This design comes from an exercise in tuning for small area, a short achievable clock period and few clock cycles on the open sky130 flow, not from production work. In this exercise RTL edits were held to simulation tests only and were not proved equivalent to the original.

<file path="design.v">
`default_nettype none
package poker_money_pkg;
	typedef logic [14:0] chip_t;	 
	typedef logic seat_t;	 
	localparam chip_t SMALL_BLIND = 15'd100;
	localparam chip_t BIG_BLIND = 15'd200;
endpackage
`default_nettype wire
`default_nettype none
package poker_flow_pkg;
	typedef enum logic [2:0] {
		ACT_CHECK = 3'd0,
		ACT_CALL = 3'd1,
		ACT_RAISE_2BB = 3'd2,
		ACT_RAISE_4BB = 3'd3,
		ACT_RAISE_6BB = 3'd4,
		ACT_ALL_IN = 3'd5,
		ACT_FOLD = 3'd6
	} action_t;
	typedef enum logic [2:0] {
		ST_PREFLOP = 3'd0,
		ST_FLOP = 3'd1,
		ST_TURN = 3'd2,
		ST_RIVER = 3'd3,
		ST_SHOWDOWN = 3'd4
	} street_t;
	typedef enum logic [1:0] {
		WIN_TIE = 2'd0,
		WIN_SEAT0 = 2'd1,
		WIN_SEAT1 = 2'd2
	} winner_t;
	typedef enum logic [3:0] {
		CS_IDLE,
		CS_RESET,
		CS_NEW_HAND,
		CS_BLINDS,
		CS_WAIT_ACTION,
		CS_APPLY,
		CS_STREET_END,
		CS_SHOWDOWN,
		CS_AWARD,
		CS_HAND_DONE,
		CS_MATCH_OVER
	} ctrl_state_t;
endpackage
`default_nettype wire
`timescale 1ns/1ps
`default_nettype none
module poker_table
#(
	parameter poker_money_pkg::chip_t START_CHIPS = 15'd2000
)
(
	input logic clock,
	input logic resetn,
	input logic start,
	input logic action_valid,
	input poker_flow_pkg::action_t action,
	input logic showdown_valid,
	input poker_flow_pkg::winner_t showdown_winner,
	output logic action_ready,
	output logic showdown_ready,
	output poker_money_pkg::seat_t to_act,
	output poker_flow_pkg::street_t street,
	output poker_money_pkg::chip_t stack0,
	output poker_money_pkg::chip_t stack1,
	output poker_money_pkg::chip_t bet0,
	output poker_money_pkg::chip_t bet1,
	output poker_money_pkg::chip_t pot,
	output logic hand_over,
	output logic match_over,
	output poker_money_pkg::seat_t match_winner
);
	localparam int W = 12;
	typedef logic [W-1:0] amt_t;
	localparam amt_t ALL = amt_t'(2 * START_CHIPS);
	localparam amt_t SB = amt_t'(poker_money_pkg::SMALL_BLIND);
	localparam amt_t BB = amt_t'(poker_money_pkg::BIG_BLIND);
	localparam amt_t R1 = amt_t'(2 * poker_money_pkg::BIG_BLIND);
	localparam amt_t R2 = amt_t'(4 * poker_money_pkg::BIG_BLIND);
	localparam amt_t R3 = amt_t'(6 * poker_money_pkg::BIG_BLIND);
	amt_t s0, s1, b0, b1, p;
	logic ta;	 
	logic bb;	 
	logic first;	 
	logic [2:0] st;
	logic ph_act, ph_show, ph_hov, ph_mov;	 
	assign stack0 = poker_money_pkg::chip_t'(s0);
	assign stack1 = poker_money_pkg::chip_t'(s1);
	assign bet0 = poker_money_pkg::chip_t'(b0);
	assign bet1 = poker_money_pkg::chip_t'(b1);
	assign pot = poker_money_pkg::chip_t'(p);
	assign to_act = ta;
	assign street = poker_flow_pkg::street_t'(st);
	assign action_ready = ph_act;
	assign showdown_ready = ph_show;
	assign hand_over = ph_hov;
	assign match_over = ph_mov;
	assign match_winner = s1[W-1];	 
	amt_t os, ob, ps, pb, otot, ptot;
	assign os = ta ? s1 : s0;
	assign ob = ta ? b1 : b0;
	assign ps = ta ? s0 : s1;
	assign pb = ta ? b0 : b1;
	assign otot = os + ob;
	assign ptot = ps + pb;
	logic ok1, ok2, ok3;
	amt_t rs1, rs2, rs3;
	assign ok1 = (ob < R1) && (pb < R1) && (otot >= R1) && (ptot >= R1);
	assign ok2 = (ob < R2) && (pb < R2) && (otot >= R2) && (ptot >= R2);
	assign ok3 = (ob < R3) && (pb < R3) && (otot >= R3) && (ptot >= R3);
	assign rs1 = otot - R1;
	assign rs2 = otot - R2;
	assign rs3 = otot - R3;
	logic need, covers;
	amt_t cbet, cstk;
	assign need = pb > ob;
	assign covers = pb <= otot;
	assign cbet = !need ? ob : covers ? pb : otot;
	assign cstk = !need ? os : covers ? amt_t'(otot - pb) : '0;
	logic araise, agt;
	amt_t abet, astk;
	assign araise = (otot > pb) && (ps != '0);
	assign agt = otot > ptot;
	assign abet = agt ? ptot : otot;
	assign astk = agt ? amt_t'(otot - ptot) : '0;
	amt_t pclose;
	assign pclose = !need ? amt_t'(p + ob + pb) : covers ? amt_t'(p + {pb[W-2:0], 1'b0}) : amt_t'(ALL - ps);
	amt_t fwin;
	assign fwin = ALL - os;
	amt_t half, w0, w1, sp0, sp1;
	assign half = p >> 1;
	assign w0 = ALL - s1;
	assign w1 = ALL - s0;
	assign sp0 = s0 + half + amt_t'(p[0]);
	assign sp1 = s1 + half;
	logic empty;
	amt_t nbs0, nbs1, nbb0, nbb1;	 
	amt_t post0, post1;
	assign empty = (s0 == '0) || (s1 == '0);
	assign post0 = bb ? ((s0 < BB) ? s0 : BB) : ((s0 < SB) ? s0 : SB);
	assign post1 = bb ? ((s1 < SB) ? s1 : SB) : ((s1 < BB) ? s1 : BB);
	assign nbs0 = s0 - post0;
	assign nbs1 = s1 - post1;
	assign nbb0 = post0;
	assign nbb1 = post1;
	logic idle_like, go_start, take_a, take_s;
	logic a_fold, a_r1, a_r2, a_r3, a_all, a_raise, a_call, a_pass, a_close;
	assign idle_like = !(ph_act || ph_show || ph_hov);
	assign go_start = idle_like && start;
	assign take_a = ph_act && action_valid;
	assign take_s = ph_show && showdown_valid;
	assign a_fold = (action == poker_flow_pkg::ACT_FOLD);
	assign a_r1 = (action == poker_flow_pkg::ACT_RAISE_2BB) && ok1;
	assign a_r2 = (action == poker_flow_pkg::ACT_RAISE_4BB) && ok2;
	assign a_r3 = (action == poker_flow_pkg::ACT_RAISE_6BB) && ok3;
	assign a_all = (action == poker_flow_pkg::ACT_ALL_IN) && araise;
	assign a_raise = a_r1 || a_r2 || a_r3 || a_all;
	assign a_call = !a_fold && !a_raise;
	assign a_pass = a_call && first;
	assign a_close = a_call && !first;
	amt_t nos, nob;
	always_comb
	begin
		nos = cstk;
		nob = cbet;
		if (a_r1) begin nos = rs1; nob = R1; end
		if (a_r2) begin nos = rs2; nob = R2; end
		if (a_r3) begin nos = rs3; nob = R3; end
		if (a_all) begin nos = astk; nob = abet; end
	end
	always_ff @(posedge clock)
	begin
		if (!resetn)
		begin
			ph_act <= 1'b0;
			ph_show <= 1'b0;
			ph_hov <= 1'b0;
			ph_mov <= 1'b0;
		end
		else if (go_start)
		begin
			ph_act <= 1'b1;
			ph_mov <= 1'b0;
		end
		else if (take_a)
		begin
			if (a_fold)
			begin
				ph_act <= 1'b0;
				ph_hov <= 1'b1;
			end
			else if (a_close && st == 3'd3)
			begin
				ph_act <= 1'b0;
				ph_show <= 1'b1;
			end
		end
		else if (take_s)
		begin
			ph_show <= 1'b0;
			ph_hov <= 1'b1;
		end
		else if (ph_hov)
		begin
			ph_hov <= 1'b0;
			if (empty)
				ph_mov <= 1'b1;
			else
				ph_act <= 1'b1;
		end
	end
	always_ff @(posedge clock)
	begin
		if (go_start)	 
		begin
			s0 <= ALL / 2 - SB;
			s1 <= ALL / 2 - BB;
			b0 <= SB;
			b1 <= BB;
			p <= '0;
			ta <= 1'b0;
			bb <= 1'b1;
			first <= 1'b1;
			st <= 3'd0;
		end
		else if (take_a)
		begin
			if (a_fold)
			begin
				if (ta)
					s0 <= fwin;
				else
					s1 <= fwin;
				b0 <= '0;
				b1 <= '0;
				p <= '0;
			end
			else
			begin
				if (ta)
				begin
					s1 <= nos;
					b1 <= a_close ? '0 : nob;
					if (a_close)
						b0 <= '0;
				end
				else
				begin
					s0 <= nos;
					b0 <= a_close ? '0 : nob;
					if (a_close)
						b1 <= '0;
				end
				if (a_close)
				begin
					p <= pclose;
					ta <= bb;
					first <= 1'b1;
					st <= st + 3'd1;
				end
				else
				begin
					ta <= !ta;
					first <= 1'b0;
				end
			end
		end
		else if (take_s)
		begin
			case (showdown_winner)
				poker_flow_pkg::WIN_SEAT0: s0 <= w0;
				poker_flow_pkg::WIN_SEAT1: s1 <= w1;
				default:
				begin
					s0 <= sp0;
					s1 <= sp1;
				end
			endcase
			p <= '0;
		end
		else if (ph_hov && !empty)
		begin
			s0 <= nbs0;
			s1 <= nbs1;
			b0 <= nbb0;
			b1 <= nbb1;
			ta <= bb;	 
			bb <= !bb;
			first <= 1'b1;
			st <= 3'd0;
		end
	end
endmodule
`default_nettype wire
</file>
<file path="run.sh">
#!/bin/bash
# synth_recipe.tcl (not shown) runs the flow's synth.tcl, then flattens the netlist and writes it again
# the make line also repeats each setting of config.mk as NAME=value (left out here)
make -C /OpenROAD-flow-scripts/flow DESIGN_CONFIG=/design/flow/config.mk WORK_HOME=/design/flow/orfs CLKGATE_MAP_FILE= SYNTH_SCRIPT=/design/flow/synth_recipe.tcl finish
</file>
<file path="config.mk">
export PLATFORM = sky130hd
export DESIGN_NAME = poker_table
export DESIGN_NICKNAME = poker_table
export VERILOG_FILES = /design/flow/design.v
export SDC_FILE = /design/flow/constraint.sdc
export NUM_CORES = 4
export LEC_CHECK = 0
export CAP_MARGIN = 20
export CORE_MARGIN = 2
export CORE_UTILIZATION = 40
export SLEW_MARGIN = 20
</file>
<file path="constraint.sdc">
create_clock -name core_clock -period 14.0 [get_ports {clock}]
set_input_delay 2.8000 -clock core_clock [delete_from_list [all_inputs] [get_ports {clock}]]
set_output_delay 2.8000 -clock core_clock [all_outputs]
set_load 0.01 [all_outputs]
</file>
==> impl_metrics.env <==
export IMPL_status="finished clean"
export IMPL_arrival_ns=7.32
export IMPL_grt_pass1_vias=13000
export IMPL_synth_seq_cells=70
export IMPL_relSlewSlack_pct=26.3
export IMPL_clk_pin_slew_ns=0.06
export IMPL_start_util_pct=40.4
export IMPL_rsz0062_at_grt="no"
export IMPL_antenna_found_initial=0
export IMPL_setup_viol=0
export IMPL_synth_adder_area_share_pct=16.1
export IMPL_post_route_min_period_ns=7.11
export IMPL_place_area_sq_um=13800
export IMPL_synth_area_per_cell_sq_um=7.38
export IMPL_reg2reg_slack_ns=6.89
export IMPL_num_rows=65
export IMPL_wl_um=55400
export IMPL_cts_root_buf="clkbuf_16"
export IMPL_via_count=14000
export IMPL_muxShareOfSynthArea_pct=5.48
export IMPL_hp_class="flip-flop to flip-flop"
export IMPL_holdCritStartpoint="st[1]$_SDFFE_PP0P_"
export IMPL_dpl_hpwl_um=43600
export IMPL_slew_viol_final=0
export IMPL_netlist_area_sq_um=12700
export IMPL_clock_skew_ns=0.00716
export IMPL_syn_to_final_growth_pct=11.4
export IMPL_synth_xor_area_share_pct=9.20
export IMPL_maxCapViolCount=0
export IMPL_fmax_mhz=141
export IMPL_grt_ovfl_total=0
export IMPL_die_w_um=182
export IMPL_worst_pin_slew_ns=1.10
export IMPL_cts_max_level=3
export IMPL_clockBufferDepth=2
export IMPL_diodes=0
export IMPL_dieArea_sq_um=33100
export IMPL_drtIter0Drc=1457
export IMPL_final_cell_mix="a21oi_1, nand2_1, nor2_1"
export IMPL_drive_gt1_share_pct=6.77
export IMPL_synth_edf_count=0
export IMPL_required_ns=14.20
export IMPL_start_kind="flip-flop"
export IMPL_die_y_um=182
export IMPL_crit_path_max_incr_delay_ns=0.71
export IMPL_nNetsFinal=1910
export IMPL_core_sq_um=31400
export IMPL_drtPass1Iterations=6
export IMPL_post_cts_resized=0
export IMPL_critical_path_class="flip-flop to flip-flop"
export IMPL_ctsHoldBuffers=0
export IMPL_ys_seq_area_share_pct=11.1
export IMPL_startpoint="ta$_SDFFE_PP0P_"
export IMPL_critPathMaxFanout=66
export IMPL_ant_nets=0
export IMPL_tns_ns=0
export IMPL_grt_max_degree=67
export IMPL_hold_viol_final=0
export IMPL_cts_tree="yes"
export IMPL_min_period_over_period_pct=50.8
export IMPL_grt_usage_pct=32.9
export IMPL_cp_slowest_cell="buf_4"
export IMPL_clk_latency_ns=0.34
export IMPL_post_route_util_pct=45.0
export IMPL_fillers=3238
export IMPL_portBuffers=78
export IMPL_worstSetupEndpointType="flip-flop"
export IMPL_design_area_sq_um=14100
export IMPL_numCtsBuffers=9
export IMPL_globalplace_congestion=0.986
export IMPL_ys_warn_count=1
export IMPL_synth_top_flop_cell="dfxtp_1"
export IMPL_postCtsSetupBuffers=0
export IMPL_synth_top_family_by_area="compound AO/OA/AOI/OAI gates"
export IMPL_ys_types=99
export IMPL_r2r_start="ta$_SDFFE_PP0P_"
export IMPL_crit_chain="buf_4, mux2i_1, inv_1, ha_1, fa_1, a21o_1, a21oi_1, xor2_1, inv_1, ha_1, nor2_1, a21oi_1, maj3_1, a2111oi_0, o22ai_1, maj3_1, xnor2_1, o221ai_1, a22oi_1, a31oi_1"
export IMPL_cts_sinks=70
export IMPL_synth_cells=1717
export IMPL_synthSimpleGateAreaFrac_pct=20.4
export IMPL_num_io_pins=94
export IMPL_viasPerCell=6.49
export IMPL_drc=0
export IMPL_async_flop_share_pct=0
export IMPL_synth_compound_area_share_pct=31.2
export IMPL_wire_per_inst_um=25.6
export IMPL_grt_pass1_wl_um=83100
==> final cells by class <==
cell class	count	area, sq um	share of cell area, %
Inverter	84	315	2.23
Timing Repair Buffer	111	1030	7.28
Clock buffer	11	243	1.72
Multi-Input combinational cell	1478	10500	74.7
Tap cell	402	503	3.56
Sequential cell	70	1400	9.93
Clock inverter	5	82.6	0.585
==> registers in the layout, summed over array words and instances (netlist names) <==
register	cells
b0	12
b1	12
p	12
s0	12
s1	12
st	3
bb	1
first	1
ph_act	1
ph_hov	1
ph_mov	1
ph_show	1
ta	1
==> worst max-delay path: cells and delay by family, from the launching register on <==
kind | cells | cell delay (ns)
AOI/OAI and AO/OA | 8 | 2.14
and+or+nand+nor | 1 | 0.15
xor gates and xnor gates | 2 | 0.73
DFF | 1 | 0.31
buffers and inverters | 3 | 1.22
muxes | 1 | 0.39
adders and majority gates | 5 | 1.97
==> per-stage QoR <==
step	hold WS, ns	setup WS [ns]	instances
4_1_cts	0.473	7.04	2161
3_3_place_gp	0.465	6.82	2145
6_report	0.468	6.89	2161
5_1_grt	0.521	6.57	2161
2_1_floorplan	0.489	7.69	1736
3_5_place_dp	0.465	6.70	2145
==> cell usage after synthesis, drive strengths merged (6+ instances only) <==
| cell type | instances | area, sq um |
|---|---|---|
| ha | 124 | 1550 |
| a221oi | 15 | 155 |
| a211o | 12 | 105 |
| a31oi | 32 | 200 |
| nand2 | 140 | 528 |
| and3 | 15 | 93.8 |
| xor2 | 45 | 409 |
| inv | 84 | 315 |
| nor2b | 26 | 163 |
| nor3 | 71 | 372 |
| nor4 | 6 | 37.5 |
| nand4 | 11 | 68.8 |
| xnor2 | 83 | 734 |
| clkbuf | 60 | 225 |
| buf | 44 | 283 |
| o21a | 19 | 143 |
| o21bai | 9 | 67.6 |
| o211ai | 35 | 277 |
| a211oi | 24 | 185 |
| nor2 | 134 | 503 |
| o31ai | 23 | 186 |
| and2 | 10 | 62.6 |
| o2111ai | 9 | 78.8 |
| a21o | 37 | 278 |
| o31a | 6 | 52.6 |
| or2 | 15 | 93.8 |
| o211a | 6 | 60.1 |
| a21oi | 141 | 713 |
| o311a | 6 | 82.6 |
| o21ai | 121 | 606 |
| o22ai | 8 | 50.1 |
| nand2b | 19 | 134 |
| nand3 | 49 | 245 |
| fa | 22 | 440 |
| dfxtp | 70 | 1400 |
| a2111oi | 6 | 58.8 |
| or3 | 12 | 75.1 |
| a22oi | 11 | 87.6 |
| mux2i | 48 | 480 |
| mux2 | 19 | 214 |
==> layer usage <==
layer / track usage, % / wire length [um]
met1: 43.4 / 23200
met2: 53.7 / 25200
met5: 0 / 0
met3: 3.69 / 4240
met4: 15.6 / 2720
==> final timing paths <==
kind	to	cells after the start
worst max-delay path	s0[11]$_SDFFE_PP0P_	20
worst min-delay path	st[1]$_SDFFE_PP0P_	2
worst max register to register	s0[11]$_SDFFE_PP0P_	20
worst min register to register	st[1]$_SDFFE_PP0P_	2
==> cells by family after synthesis <==
group | after synthesis
AO/OA/AOI/OAI | 576
other | 2
XOR/XNOR | 129
flip-flops | 70
multiplexers | 67
adder cells (fa/ha/maj) | 151
AND/OR/NAND/NOR | 534
buffers and inverters | 188
Testbench counts, summed over its fixed seeds: cycles 10,701.

==> re-timing with driven ports <==
No port has a modelled driver above. Below, the same layout with a new extraction and two added sets of constraints.
Step 1 (the two cells are an assumption about what drives the block):
set clk [get_ports {clock}]
set_driving_cell -lib_cell sky130_fd_sc_hd__clkbuf_16 $clk
set_driving_cell -lib_cell sky130_fd_sc_hd__buf_2 [delete_from_list [all_inputs] $clk]
Step 2, shift: input delay + t, output delay - t, t = (earliest + latest rising clock arrival at the registers) / 2. This alone moves slack from input paths to output paths.
Slacks: ideal / step 1 / step 2; pairs: ideal / step 1.
t, ns: 0.387
setup slack, ns: 6.887 / 6.887 / 6.887
slew at the worst register clock pin (ns): 0.06 / 0.06
After both steps setup and hold are still met in this run. The setup slack of this run moves by 0.000 ns with the drivers and by 0.000 ns with both steps.
